This is an optimization exercise on Yosys and OpenROAD, whose aim is small area and a short achievable clock period, not a production implementation. The RTL was checked by simulation tests, not by an equivalence proof against the original design.

<file path="flow/run.sh">
#!/bin/bash
# synth_recipe.tcl (not shown) runs the flow's synth.tcl, then flattens the netlist and writes it again
# the make line also repeats each setting of config.mk as NAME=value (left out here)
make -C /OpenROAD-flow-scripts/flow DESIGN_CONFIG=/design/flow/config.mk WORK_HOME=/design/flow/orfs CLKGATE_MAP_FILE= SYNTH_SCRIPT=/design/flow/synth_recipe.tcl finish
</file>
<file path="flow/config.mk">
export PLATFORM = sky130hd
export DESIGN_NAME = csc_top
export DESIGN_NICKNAME = csc_top
export VERILOG_FILES = /design/flow/design.v
export SDC_FILE = /design/flow/constraint.sdc
export NUM_CORES = 4
export LEC_CHECK = 0
export CAP_MARGIN = 20
export CORE_MARGIN = 2
export CORE_UTILIZATION = 50
export SLEW_MARGIN = 20
</file>
<file path="flow/constraint.sdc">
create_clock -name core_clock -period 10.0 [get_ports {CLOCK_50_I}]
set_input_delay 2.0000 -clock core_clock [delete_from_list [all_inputs] [get_ports {CLOCK_50_I}]]
set_output_delay 2.0000 -clock core_clock [all_outputs]
set_load 0.01 [all_outputs]
</file>
<file path="flow/design.v">
package csc_pkg;
	typedef logic [17:0] sram_addr_t;
	typedef logic [15:0] sram_word_t;
	typedef logic [7:0] pixel_t;
	localparam int IMG_WIDTH = 320;
	localparam int IMG_HEIGHT = 240;
	localparam int PAIRS_PER_ROW = 160;
	localparam int WORDS_PER_ROW = 80;      
	localparam int GROUPS = 19200;          
	localparam sram_addr_t Y_BASE = 18'd0;
	localparam sram_addr_t U_BASE = 18'd38400;
	localparam sram_addr_t V_BASE = 18'd57600;
	localparam sram_addr_t RGB_BASE = 18'd146944;
	localparam sram_addr_t RGB_LAST = 18'd262143;
endpackage
`timescale 1ns/100ps
module sram_arbiter (
	input logic CLOCK_50_I,
	input logic resetn,
	input logic cmd_we,
	input csc_pkg::sram_addr_t cmd_addr,
	input csc_pkg::sram_word_t cmd_wdata,
	output csc_pkg::sram_addr_t sram_addr,
	output csc_pkg::sram_word_t sram_wdata,
	output logic sram_we_n
);
	always_ff @(posedge CLOCK_50_I or negedge resetn) begin
		if (!resetn)
			sram_we_n <= 1'b1;
		else
			sram_we_n <= !cmd_we;
	end
	always_ff @(posedge CLOCK_50_I) begin
		sram_addr <= cmd_addr;
		sram_wdata <= cmd_wdata;
	end
endmodule
`timescale 1ns/100ps
module yuv_fetch (
	input logic CLOCK_50_I,
	input logic resetn,
	input logic start,
	output logic busy,
	output logic done,
	output logic [3:0] ph,
	output logic j_first,          
	output logic j_near_end,       
	output logic j_last,           
	output logic cmd_we,
	output csc_pkg::sram_addr_t cmd_addr
);
	logic [1:0] prime;             
	logic wr_on;
	logic done_pre;
	logic [6:0] jc;
	logic [15:0] ya;               
	logic [14:0] ca;               
	csc_pkg::sram_addr_t wa;       
	logic wr_now, last_wr;
	assign wr_now = busy && wr_on && (ph <= 4'd5);
	assign last_wr = wr_now && (wa == csc_pkg::RGB_LAST);
	assign cmd_we = wr_now;
	always_comb begin
		case (ph)
		4'd6, 4'd9: cmd_addr = csc_pkg::Y_BASE + csc_pkg::sram_addr_t'(ya);
		4'd7: cmd_addr = csc_pkg::U_BASE + csc_pkg::sram_addr_t'(ca);
		4'd8: cmd_addr = csc_pkg::V_BASE + csc_pkg::sram_addr_t'(ca);
		default: cmd_addr = wa;
		endcase
	end
	always_ff @(posedge CLOCK_50_I or negedge resetn) begin
		if (!resetn) begin
			busy <= 1'b0;
			done <= 1'b0;
			done_pre <= 1'b0;
			ph <= '0;
			prime <= '0;
			wr_on <= 1'b0;
			jc <= '0;
			j_first <= 1'b0;
			j_near_end <= 1'b0;
			j_last <= 1'b0;
			ya <= '0;
			ca <= '0;
			wa <= '0;
		end else begin
			done_pre <= last_wr;
			done <= done_pre;
			if (done_pre)
				busy <= 1'b0;
			if (!busy) begin
				if (start) begin
					busy <= 1'b1;
					ph <= 4'd6;
					prime <= 2'd3;
					wr_on <= 1'b0;
					jc <= 7'd77;
					j_first <= 1'b0;
					j_near_end <= 1'b0;
					j_last <= 1'b0;
					ya <= 16'hfffc;
					ca <= '0;
					wa <= csc_pkg::RGB_BASE;
				end
			end else begin
				ph <= (ph == 4'd9) ? 4'd0 : ph + 4'd1;
				if (ph == 4'd9) begin
					if (prime != 2'd0)
						prime <= prime - 2'd1;
					jc <= (jc == 7'd79) ? 7'd0 : jc + 7'd1;
					j_first <= (jc == 7'd79);
					j_near_end <= (jc == 7'd77);
					j_last <= (jc == 7'd78);
				end
				if (prime == 2'd0 && ph == 4'd1)
					wr_on <= 1'b1;
				if (last_wr)
					wr_on <= 1'b0;
				if (ph == 4'd6 || ph == 4'd9)
					ya <= ya + 16'd1;
				if (ph == 4'd8)
					ca <= ca + 15'd1;
				if (wr_now)
					wa <= wa + 18'd1;
			end
		end
	end
endmodule
`timescale 1ns/100ps
module chroma_interpolator (
	input logic CLOCK_50_I,
	input logic [3:0] ph,
	input logic j_first,
	input logic j_near_end,
	input logic j_last,
	input csc_pkg::sram_word_t rdata,
	output csc_pkg::pixel_t ce_u,       
	output csc_pkg::pixel_t ce_v,
	output csc_pkg::pixel_t c_odd       
);
	csc_pkg::pixel_t e [0:13];
	logic shift;
	logic pair_b;
	csc_pkg::pixel_t t0, t1, t2, t3, t4, t5;
	assign shift = (ph <= 4'd3);
	assign pair_b = ph[1];
	always_ff @(posedge CLOCK_50_I) begin
		if (shift) begin
			for (int i = 0; i < 11; i++)
				e[i] <= e[i + 1];
			e[11] <= (ph <= 4'd1) ? rdata[15:8] : e[12];
		end
		if (ph == 4'd1 || ph == 4'd2)
			e[12] <= e[13];
		if (ph <= 4'd1)
			e[13] <= rdata[7:0];
	end
	assign ce_u = e[4];
	assign ce_v = e[5];
	always_comb begin
		t0 = e[0];
		t1 = e[2];
		t2 = e[4];
		t3 = e[6];
		t4 = e[8];
		t5 = e[10];
		if (j_first && !pair_b) begin
			t0 = e[4];
			t1 = e[4];
		end
		if (j_first && pair_b)
			t0 = e[2];
		if (j_near_end && pair_b)
			t5 = e[8];
		if (j_last && !pair_b) begin
			t4 = e[6];
			t5 = e[6];
		end
		if (j_last && pair_b) begin
			t3 = e[4];
			t4 = e[4];
			t5 = e[4];
		end
	end
	logic signed [17:0] acc, p_o, p_m, p_i;
	logic signed [9:0] sh;
	assign p_o = {10'd0, t0} + {10'd0, t5};
	assign p_m = {10'd0, t1} + {10'd0, t4};
	assign p_i = {10'd0, t2} + {10'd0, t3};
	assign acc = 18'sd21 * p_o - 18'sd52 * p_m + 18'sd159 * p_i + 18'sd128;
	assign sh = acc[17:8];
	assign c_odd = sh[9] ? 8'h00 : (sh[8] ? 8'hff : sh[7:0]);
endmodule
`timescale 1ns/100ps
module csc_matrix (
	input logic CLOCK_50_I,
	input csc_pkg::pixel_t y_in,
	input csc_pkg::pixel_t u_in,
	input csc_pkg::pixel_t v_in,
	output csc_pkg::pixel_t r,
	output csc_pkg::pixel_t g,
	output csc_pkg::pixel_t b
);
	csc_pkg::pixel_t y, u, v;
	always_ff @(posedge CLOCK_50_I) begin
		y <= y_in;
		u <= u_in;
		v <= v_in;
	end
	logic signed [27:0] ys, us, vs, rs, gs, bs;
	assign ys = {20'd0, y} - 28'sd16;
	assign us = {20'd0, u} - 28'sd128;
	assign vs = {20'd0, v} - 28'sd128;
	assign rs = 28'sd76284 * ys + 28'sd104595 * vs;
	assign gs = 28'sd76284 * ys - 28'sd25624 * us - 28'sd53281 * vs;
	assign bs = 28'sd76284 * ys + 28'sd132251 * us;
	function automatic csc_pkg::pixel_t sat(input logic signed [27:0] s);
		if (s[27])
			sat = 8'h00;
		else if (s[26:24] != 3'd0)
			sat = 8'hff;
		else
			sat = s[23:16];
	endfunction
	assign r = sat(rs);
	assign g = sat(gs);
	assign b = sat(bs);
endmodule
`timescale 1ns/100ps
module rgb_store (
	input logic CLOCK_50_I,
	input logic [3:0] ph,
	input csc_pkg::pixel_t r,
	input csc_pkg::pixel_t g,
	input csc_pkg::pixel_t b,
	output csc_pkg::sram_word_t wdata
);
	csc_pkg::pixel_t r1, g1, b1;     
	csc_pkg::pixel_t r2, g2, b2;     
	always_ff @(posedge CLOCK_50_I) begin
		if (ph >= 4'd1 && ph <= 4'd4) begin
			r1 <= r;
			g1 <= g;
			b1 <= b;
			r2 <= r1;
			g2 <= g1;
			b2 <= b1;
		end
	end
	always_comb begin
		case (ph)
		4'd2: wdata = {r1, g1};
		4'd3, 4'd0: wdata = {b2, r1};
		4'd4: wdata = {g2, b2};
		4'd5: wdata = {r2, g2};
		default: wdata = {g1, b1};
		endcase
	end
endmodule
`timescale 1ns/100ps
module csc_top (
	input logic CLOCK_50_I,
	input logic resetn,
	input logic start,
	output logic busy,
	output logic done,
	output csc_pkg::sram_addr_t sram_addr,
	output csc_pkg::sram_word_t sram_wdata,
	output logic sram_we_n,
	input csc_pkg::sram_word_t sram_rdata
);
	logic [3:0] ph;
	logic j_first, j_near_end, j_last;
	logic cmd_we;
	csc_pkg::sram_addr_t cmd_addr;
	csc_pkg::sram_word_t cmd_wdata;
	csc_pkg::pixel_t ce_u, ce_v, c_odd, uo;
	csc_pkg::sram_word_t yh;         
	csc_pkg::pixel_t y_op, u_op, v_op;
	csc_pkg::pixel_t r, g, b;
	yuv_fetch seq_unit (
		.CLOCK_50_I, .resetn, .start, .busy, .done,
		.ph, .j_first, .j_near_end, .j_last,
		.cmd_we, .cmd_addr
	);
	chroma_interpolator interp_unit (
		.CLOCK_50_I, .ph, .j_first, .j_near_end, .j_last,
		.rdata(sram_rdata), .ce_u, .ce_v, .c_odd
	);
	always_ff @(posedge CLOCK_50_I) begin
		if (ph == 4'd9 || ph == 4'd2)
			yh <= sram_rdata;
		uo <= c_odd;     
	end
	always_comb begin
		if (ph[0]) begin
			y_op = yh[7:0];
			u_op = uo;
			v_op = c_odd;
		end else begin
			y_op = (ph == 4'd2) ? sram_rdata[15:8] : yh[15:8];
			u_op = ce_u;
			v_op = ce_v;
		end
	end
	csc_matrix matrix_unit (
		.CLOCK_50_I, .y_in(y_op), .u_in(u_op), .v_in(v_op),
		.r, .g, .b
	);
	rgb_store store_unit (
		.CLOCK_50_I, .ph, .r, .g, .b, .wdata(cmd_wdata)
	);
	sram_arbiter arbiter_unit (
		.CLOCK_50_I, .resetn,
		.cmd_we, .cmd_addr, .cmd_wdata,
		.sram_addr, .sram_wdata, .sram_we_n
	);
endmodule
</file>
==> run summary <==
[stage by stage]
| stage | setup TNS [ns] | hold WS, ns | setup WS (ns) | instance area, sq um |
|---|---|---|---|---|
| floorplan | 0 | 0.354 | 0.303 | 29600 |
| finish | 0 | 0.402 | 0.521 | 32500 |
| global route | -0.106 | 0.412 | -0.0237 | 32500 |
| global placement | 0 | 0.385 | 0.242 | 31200 |
| CTS | 0 | 0.401 | 0.00750 | 32400 |
| detailed placement | 0 | 0.390 | 0.0865 | 31200 |
[worst max-delay path by stage]
stage,endpoint,slack (ns),startpoint,depth (start not counted)
after floorplan,matrix_unit.v[0],0.30,seq_unit.ph[1],39
after global placement,store_unit.g1[3],0.24,matrix_unit.y[4],35
after detailed placement,store_unit.g1[5],0.09,matrix_unit.y[4],35
after CTS,store_unit.g1[5],0.008,matrix_unit.y[4],35
after global routing,store_unit.g1[4],-0.02,matrix_unit.u[6],34
final,matrix_unit.v[5],0.52,seq_unit.ph[1],36
[area by class of cell]
cell class	instances	area share
clock inverter	22	0.00829
multi-input combinational	1958	0.588
timing repair buffer	92	0.0254
inverter	542	0.0627
clock buffer	42	0.0284
sequential	312	0.258
tap	773	0.0298
[cells by family (layout without fill, tap and decap cells)]
family | count (synthesis) | after routing
mux | 65 | 65
simple gates | 522 | 522
xor+xnor | 128 | 128
fa+ha+maj | 787 | 787
compound gates | 456 | 456
flops | 312 | 312
buf+inv | 591 | 698
[per-layer routing]
| layer | vias up | routed length (um) | track usage |
|---|---|---|---|
| met5 | - | 9 | 0 |
| met4 | 2 | 1610 | 0.0609 |
| met3 | 88 | 3230 | 0.0368 |
| met2 | 400 | 33000 | 0.392 |
| met1 | 10070 | 33600 | 0.337 |
| li1 | 9905 | - | - |
[sequential cells by signal, indices dropped and copies added (netlist names), 2 cells and up]
register	flops
matrix_unit.u	8
arbiter_unit.sram_wdata	16
seq_unit.prime	2
store_unit.r2	8
store_unit.b1	8
interp_unit.e	112
matrix_unit.v	8
matrix_unit.y	8
seq_unit.ya	16
uo	8
seq_unit.ca	15
seq_unit.jc	7
yh	16
store_unit.b2	8
seq_unit.wa	18
store_unit.r1	8
store_unit.g2	8
store_unit.g1	8
arbiter_unit.sram_addr	18
seq_unit.ph	4
[cells in the final DEF, fill, tap and decap left out, types with 7 or more instances in the layout]
cell type / count
a21o_1: 27
o22ai_1: 13
dfrtp_1: 68
o21bai_1: 21
nand3_1: 66
clkbuf_16: 35
nand4_1: 16
a22oi_1: 51
clkdlybuf4s50_1: 54
fa_1: 235
nand2_1: 148
and3_1: 27
nand2b_1: 20
o21ai_0: 90
a31oi_1: 13
xnor2_1: 79
xor2_1: 43
nor2_1: 120
nor3_1: 37
dfxtp_1: 66
inv_1: 542
or3_1: 10
buf_4: 37
edfxtp_1: 176
nor2b_1: 16
mux2i_1: 20
ha_1: 552
mux2_2: 45
or2_2: 10
a211oi_1: 13
nand3b_1: 9
a21oi_1: 122
a22o_1: 7
o21a_1: 33
nor4_1: 10
==> flow_metrics.env <==
export IMPL_hold_end="seq_unit.done"
export IMPL_rows=89
export IMPL_cts_tree="built"
export IMPL_crit_family="adder cells"
export IMPL_hold_buffers=0
export IMPL_clock_latency_ns=0.55
export IMPL_dr_pass1_iters=5
export IMPL_cts_max_path_buffers=3
export IMPL_gr_total_overflow=0
export IMPL_cts_root_buf="clkbuf_16"
export IMPL_io_pins=56
export IMPL_arrival_ns=9.91
export IMPL_vias_per_cell=5.47
export IMPL_worstHoldStart="seq_unit.done_pre"
export IMPL_fillers=5182
export IMPL_die_x_um=247
export IMPL_fin_skew_ns=0.0223
export IMPL_initial_core_util=0.504
export IMPL_criticalPathCategory="flop to flop"
export IMPL_period_needed_ns=9.48
export IMPL_drtIter0Drc=1180
export IMPL_path_buf_inv=6
export IMPL_min_path_type="flop to flop"
export IMPL_diodes=0
export IMPL_antenna_found_initial=1
export IMPL_crit_path_max_fanout=6
export IMPL_grt_max_degree=71
export IMPL_synth_top_family_by_area="adder cells"
export IMPL_die_area_sq_um=61100
export IMPL_worstReg2RegStart="seq_unit.ph[1]"
export IMPL_synth_area_mux_share=0.0239
export IMPL_ys_warn_count=7
export IMPL_worst_path_max_delay_cell="fa_1"
export IMPL_ys_types=84
export IMPL_drt_total_wl_mm=71.5
export IMPL_vias=20465
export IMPL_htreeDepth=2
export IMPL_globalplace_congestion=0.900
export IMPL_port_buffers=55
export IMPL_async_flop_share=0.224
export IMPL_ys_flop_type="edfxtp_1"
export IMPL_synth_simple_gate_area_frac=0.0849
export IMPL_multiInputGateArea_sq_um=19100
export IMPL_wl_per_cell_um=19.1
export IMPL_ys_seq_area_frac=0.283
export IMPL_slowest_delay_ns=0.54
export IMPL_endpoint_kind="flop"
export IMPL_dp_cells=3677
export IMPL_synth_top_area_cell="ha_1"
export IMPL_setup_worst_path_start_class="flop"
export IMPL_fin_crit_sh=0.948
export IMPL_finalHoldViolCount=0
export IMPL_timing_reg2reg_worst_path_depth=36
export IMPL_fin_cells=3741
export IMPL_syn_to_final_growth_pct=9.81
export IMPL_synth_top_area_share=0.234
export IMPL_min_path_cells=0
export IMPL_postRouteAntennaNets=0
export IMPL_max_freq_mhz=105
export IMPL_cap_viol_max_count=0
export IMPL_die_h_um=247
export IMPL_syn_avg_cell_area_sq_um=10.3
export IMPL_setup_viol=0
export IMPL_drc_errors=0
export IMPL_seqCellArea_sq_um=8360
export IMPL_path_clk_slew_ns=0.06
export IMPL_synth_common_cells="ha_1 (552), inv_1 (542), fa_1 (235), edfxtp_1 (176), nand2_1 (148)"
export IMPL_yosysMostFrequentCell="ha_1"
export IMPL_final_util=0.553
export IMPL_nNetsFinal=3747
export IMPL_synth_area_leaders="ha_1 (23%), edfxtp_1 (18%), fa_1 (16%)"
export IMPL_synth_compound_area_frac=0.102
export IMPL_clock_sinks=312
export IMPL_syn_inst=2861
export IMPL_r2r_slack_ns=0.52
export IMPL_grt_first_pass_wirelength_mm=114
export IMPL_grt_usage=0.241
export IMPL_synth_edf_count=176
export IMPL_synthXorXnorAreaFrac=0.0387
export IMPL_ys_ff_latch=312
export IMPL_cts_resized=0
export IMPL_drive_above_1_share=0.0647
export IMPL_crit_top_cell="fa_1"
export IMPL_core_sq_um=58700
export IMPL_cts_buffers=35
export IMPL_cp_data_required_time_ns=10.43
export IMPL_syn_area_sq_um=29600
export IMPL_timing_rr_end="matrix_unit.v[5]"
export IMPL_synth_nets=3667
export IMPL_dp_hpwl_mm=58.6
export IMPL_slew_headroom=0.257
export IMPL_yosys_area_share_adder=0.393
export IMPL_post_cts_buffers=0
export IMPL_worst_pin_slew_ns=1.11
export IMPL_grt_pass1_vias=20959
export IMPL_finalMaxSlewViolations=0
export IMPL_outcome="no timing/DRC/antenna violations"
Testbench counts, summed over its fixed seeds: frame cycles 1,536,224.

-- port drivers added, routing unchanged --
In the flow no input, the clock included, has a driving cell. The finished layout below was timed again as built, in two steps.
Step 1: set_driving_cell puts a clkbuf_16 on CLOCK_50_I and a buf_2 on each other input, an assumption about the parent block.
Step 2 moves the port delays by t, midway between the first and last clock arrival at a register: inputs arrive t later, outputs are due t later. That takes back most of the time a late clock gives input paths.
Three values: ideal ports, drivers, drivers and shift; two values: the first two.
t, ns: 0.603
setup slack, ns: 0.521 / 0.521 / 0.521
hold WS [ns]: 0.402 / 0.402 / 0.402
latest minus earliest clock arrival (ns): 0.024 / 0.025
After both steps this run still meets setup and hold. For this run, drivers alone change the setup slack by 0.000 ns; drivers and shift together by 0.000 ns.
